This design comes from an exercise in tuning for small area on the open sky130 flow, not from production work.
In this exercise RTL edits were held to simulation tests only and were not proved equivalent to the original.
Power is estimated from default activity; no workload was simulated.

## lane 1
// timetag_top
module timetag_top (
	input  wire                     clk,
	input  wire                     rst,
	input  wire [7:0]               cmd_data,
	input  wire                     cmd_wr,
	input  wire [4-1:0]  detectors,
	output logic [4-1:0] laser_en,
	output logic                    rec_valid,
	output logic [31:0]             rec_data
);
clock: 5.0 ns
lec_check: 0
cap_margin: 0
core_margin: 2
core_utilization: 60
slew_margin: 0
standard.sh (not shown) runs the stock make flow with config.mk's settings and CLKGATE_MAP_FILE= SYNTH_SCRIPT=/design/flow/synth_recipe.tcl, a recipe that flattens the netlist after the stock synthesis.
==> flow/flow/run.sh <==
#!/bin/bash
# Layout flow: the standard ORFS flow with an area-oriented ABC mapping
# script, a coarser clock tree and small port buffers. Every other step is
# the standard one.
set -euo pipefail
HERE=$PWD
FLOWDIR=$HERE/flow

# Synthesis script: the standard flow's, with the final ABC call using our script
{
	head -n 1 synth_recipe.tcl
	cat <<'TCL'
proc abc {args} {
  set i [lsearch -exact $args -script]
  if { $i >= 0 } { lset args [expr {$i + 1}] $::env(MY_ABC_SCRIPT) }
  yosys abc {*}$args
}
TCL
	tail -n +2 synth_recipe.tcl
} > my_synth.tcl
export MY_ABC_SCRIPT=$FLOWDIR/abc_area.script

MAKELINE=$(grep '^make ' standard.sh)
MAKELINE=${MAKELINE//SYNTH_SCRIPT=$HERE\/synth_recipe.tcl/SYNTH_SCRIPT=$HERE\/my_synth.tcl}
MAKELINE=${MAKELINE%\"\$\{@:-finish\}\"}
echo "$MAKELINE" > make_cmd.txt

EXTRA=()
if [[ -f $FLOWDIR/extra.sh ]]; then source $FLOWDIR/extra.sh; fi

eval "$MAKELINE" '"${EXTRA[@]}"' finish > make.log 2>&1

RES=$(sed -n 's/.*WORK_HOME=\([^ ]*\).*/\1/p' make_cmd.txt)/results/sky130hd/timetag_top/base
: # left out here: write the final layout as DEF
==> flow/flow/abc_area.script <==
strash
dc2
dch
amap -F 10 -A 10
topo
stime -c
dnsize -c
==> flow/flow/extra.sh <==
EXTRA=(
	"ADDER_MAP_FILE="
	"CTS_ARGS=-sink_clustering_enable -repair_clock_nets -sink_clustering_size 24 -sink_clustering_max_diameter 100 -dont_use_dummy_load"
	"BUFFER_PORTS_ARGS=-buffer_cell sky130_fd_sc_hd__buf_1"
)
Lane 1: PASS, flow complete, no timing, DRC or antenna violations
Edits applied to the flow inputs when going from lane 1 to lane 2:
- SLEW_MARGIN changed from 0 to 20
- CAP_MARGIN changed from 0 to 20
==> flow/flow/abc_area.script <==
strash
dch -f
amap
topo
stime -c
dnsize -c
[summary]
Lane 1 -> lane 2: synthesized cell count increased by a few percent. Total met2 wirelength after detailed routing (lane 2 over lane 1): increase, about 14%. Compared with lane 1, lane 2 instantiates a larger number of cells. Lane 1 -> lane 2: sequential cell count delta 0, exact match. Compared with lane 1, in lane 2 starting density of the core climbed 0.24 points, internal cell power picked up an extra about 0.66%, vias per cell increased by about 3% relative to the old numbers. Lane 2 vs lane 1 — chip height climbed slightly.

* * *

## before
Another version of the RTL of timetag_top (not shown whole).
For scale: about 330 flip-flops.
==> flow/config.mk <==
export PLATFORM = sky130hd
export DESIGN_NAME = timetag_top
export DESIGN_NICKNAME = timetag_top
export VERILOG_FILES = /design/flow/design.v
export SDC_FILE = /design/flow/constraint.sdc
export NUM_CORES = 4
export LEC_CHECK = 0
export CAP_MARGIN = 0
export CORE_MARGIN = 2
export CORE_UTILIZATION = 70
export GPL_TIMING_DRIVEN = 0
export SLEW_MARGIN = 0
==> flow/constraint.sdc <==
create_clock -name core_clock -period 5.0 [get_ports {clk}]
set_input_delay 1.0000 -clock core_clock [delete_from_list [all_inputs] [get_ports {clk}]]
set_output_delay 1.0000 -clock core_clock [all_outputs]
set_load 0.01 [all_outputs]
==> flow/flow/abc_area.script <==
strash
dc2
dch
amap -F 10 -A 10
topo
stime -c
dnsize -c
==> flow/flow/extra.sh <==
EXTRA=(
	"ADDER_MAP_FILE="
	"CTS_ARGS=-sink_clustering_enable -repair_clock_nets -sink_clustering_size 16 -sink_clustering_max_diameter 60 -dont_use_dummy_load -buf_list sky130_fd_sc_hd__clkbuf_8"
	"BUFFER_PORTS_ARGS=-buffer_cell sky130_fd_sc_hd__buf_1"
)
Scripts as last shown in full above: flow/flow/run.sh
before completed every stage of the flow, and the final layout passed the timing, DRC and antenna checks.
What after does differently from before at the input level:
==> flow/flow/extra.sh <==
EXTRA=(
	"ADDER_MAP_FILE="
	"CTS_ARGS=-sink_clustering_enable -repair_clock_nets -sink_clustering_size 16 -sink_clustering_max_diameter 60 -dont_use_dummy_load -buf_list {sky130_fd_sc_hd__clkbuf_4 sky130_fd_sc_hd__clkbuf_8}"
	"BUFFER_PORTS_ARGS=-buffer_cell sky130_fd_sc_hd__buf_1"
)
--- a/flow/config.mk
+++ b/flow/config.mk
@@ -10 +10 @@
-export CORE_UTILIZATION = 70
+export CORE_UTILIZATION = 60
Findings:
Summary of after over before: core region area saw an increase; critical path depth saw little to no change; routed metal-1 wirelength saw an increase.
Compared with before, the router placed fewer vias in after.
after: flow completed, timing, DRC and antenna clean
From before to after the numbers moved as follows: overall die width up 10 microns; via count of the first global-routing pass decreased 410; worst ir drop on vdd fell by 27%; number of buffers created by CTS saw an increase.

* * *

RTL: one of the versions met above, not the one the previous note started from.
For scale: about 1000 cells after synthesis, roughly 330 flip-flops, roughly 52 I/O pins.
==> flow/design.v (excerpt) <==
module timetag_top (
	input  wire                     clk,
	input  wire                     rst,
	input  wire [7:0]               cmd_data,
	input  wire                     cmd_wr,
	input  wire [4-1:0]  detectors,
	output logic [4-1:0] laser_en,
	output logic                    rec_valid,
	output logic [31:0]             rec_data
);
	logic                    reg_wr;
	logic [2:0]              reg_code;
	logic [31:0]             reg_value;
	logic                    wr_det;
	logic                    wr_run;
	logic                    wr_init;
	logic [4-1:0] wr_timing;
	logic                    hit;
	logic [4-1:0] hit_mask;
	logic                    toggle;
	cmd_parser u_parser (
		.clk       (clk),
		.rst       (rst),
		.cmd_data  (cmd_data),
		.cmd_wr    (cmd_wr),
		.reg_wr    (reg_wr),
		.reg_code  (reg_code),
		.reg_value (reg_value)
	);
	assign wr_det  = reg_wr & (reg_code == 3'd1);
	assign wr_run  = reg_wr & (reg_code == 3'd2);
	assign wr_init = reg_wr & (reg_code == 3'd3);
	always_comb
		for (int i = 0; i < 4; i++)
			wr_timing[i] = reg_wr & (reg_code == 3'(4 + i));
	photon_tagger u_tagger (
		.clk       (clk),
		.rst       (rst),
		.detectors (detectors),
		.wr_det    (wr_det),
		.wr_mask   (reg_value[4-1:0]),
		.hit       (hit),
		.hit_mask  (hit_mask)
	);
	pulse_seq u_seq (
		.clk       (clk),
		.rst       (rst),
		.wr_run    (wr_run),
		.wr_init   (wr_init),
		.wr_timing (wr_timing),
		.reg_value (reg_value),
		.laser_en  (laser_en),
		.toggle    (toggle)
	);
	record_merger u_merger (
		.clk       (clk),
		.rst       (rst),
		.hit       (hit),
		.hit_mask  (hit_mask),
		.toggle    (toggle),
		.laser_en  (laser_en),
		.rec_valid (rec_valid),
		.rec_data  (rec_data)
	);
endmodule
export LEC_CHECK = 0
export CAP_MARGIN = 0
export CORE_MARGIN = 2
export CORE_UTILIZATION = 60
export SLEW_MARGIN = 0
create_clock -name core_clock -period 5.0 [get_ports {clk}]
==> flow/flow/extra.sh <==
EXTRA=(
	"ADDER_MAP_FILE="
	"CTS_ARGS=-sink_clustering_enable -repair_clock_nets -sink_clustering_size 16 -sink_clustering_max_diameter 60 -dont_use_dummy_load -buf_list sky130_fd_sc_hd__clkbuf_8"
	"BUFFER_PORTS_ARGS=-buffer_cell sky130_fd_sc_hd__buf_1"
)
Scripts as last shown in full above: flow/flow/run.sh, flow/flow/abc_area.script
Edit:
==> flow/flow/abc_area.script (replaced) <==
strash
dch -f
amap
&get -n
&st
&dch -f
&nf -a
&put
topo
stime -c
dnsize -c
==> flow/flow/extra.sh (replaced) <==
EXTRA=(
	"ADDER_MAP_FILE="
	"CTS_ARGS=-sink_clustering_enable -repair_clock_nets -sink_clustering_size 24 -sink_clustering_max_diameter 100 -dont_use_dummy_load"
	"BUFFER_PORTS_ARGS=-buffer_cell sky130_fd_sc_hd__buf_1"
)
- CAP_MARGIN: 0 -> 20
- CORE_UTILIZATION: 60 -> 40
- SLEW_MARGIN: 0 -> 20
=> Worst setup slack is worse by 240 ps; first-iteration DRC count grows by about 20%; die area grows by 50%; core utilization shrinks by 22 points; area after synthesis grows by about 1.4%; clock skew shrinks by 5.3 ps; combinational power grows by about 53%; maximum frequency shrinks by 5.0%; wire length grows by about 17%; worst hold slack is better by 36 ps; cell count grows by 2.5%.
Edit:
==> flow/flow/abc_area.script (replaced) <==
strash
dch
amap -F 10 -A 10
topo
stime -c
dnsize -c
- CAP_MARGIN: 20 -> 0
- CORE_UTILIZATION: 40 -> 60
- SLEW_MARGIN: 20 -> 0
Cell count goes down by about 2.8%.
Setup slack improved by 9.5 ps.
Clock power hardly moves.
Total power goes down by about 6.6%.
Core utilization goes up by 22 points.
Routed wire length goes down by 13%.

-- afterwards: timing with drivers on the ports --
No port has a modelled driver above. Below, the same layouts with a new extraction and two added sets of constraints. Step 1 assumes that a clkbuf_16 drives the clock port and a buf_2 every other input. Step 2 also shifts input and output timing later by t, the mid clock arrival at the registers, as if the neighbouring blocks saw the same clock. Slacks: no drivers / after step 1 / after step 2; pairs: no drivers / after step 1.
run	t (ns)	setup WS [ns]	hold slack, ns	worst data-port slew with drivers (ns)	cell pins on the clock port's net
lane 1	0.528	0.481 / 0.435 / 0.963	0.322 / 0.322 / 0.322	0.03	1
lane 2	0.538	0.529 / 0.481 / 0.934	0.333 / 0.333 / 0.333	0.03	1
before	0.577	0.492 / 0.453 / 0.863	0.339 / 0.339 / 0.339	0.03	1
after	0.571	0.504 / 0.462 / 0.843	0.335 / 0.335 / 0.335	0.03	1
the first run of note 3	0.579	0.522 / 0.482 / 1.061	0.283 / 0.283 / 0.283	0.03	1
the second run of note 3	0.542	0.285 / 0.235 / 0.777	0.319 / 0.319 / 0.319	0.03	1
the third run of note 3	0.532	0.294 / 0.248 / 0.781	0.335 / 0.335 / 0.335	0.03	1
After both steps setup and hold are still met in every run listed.
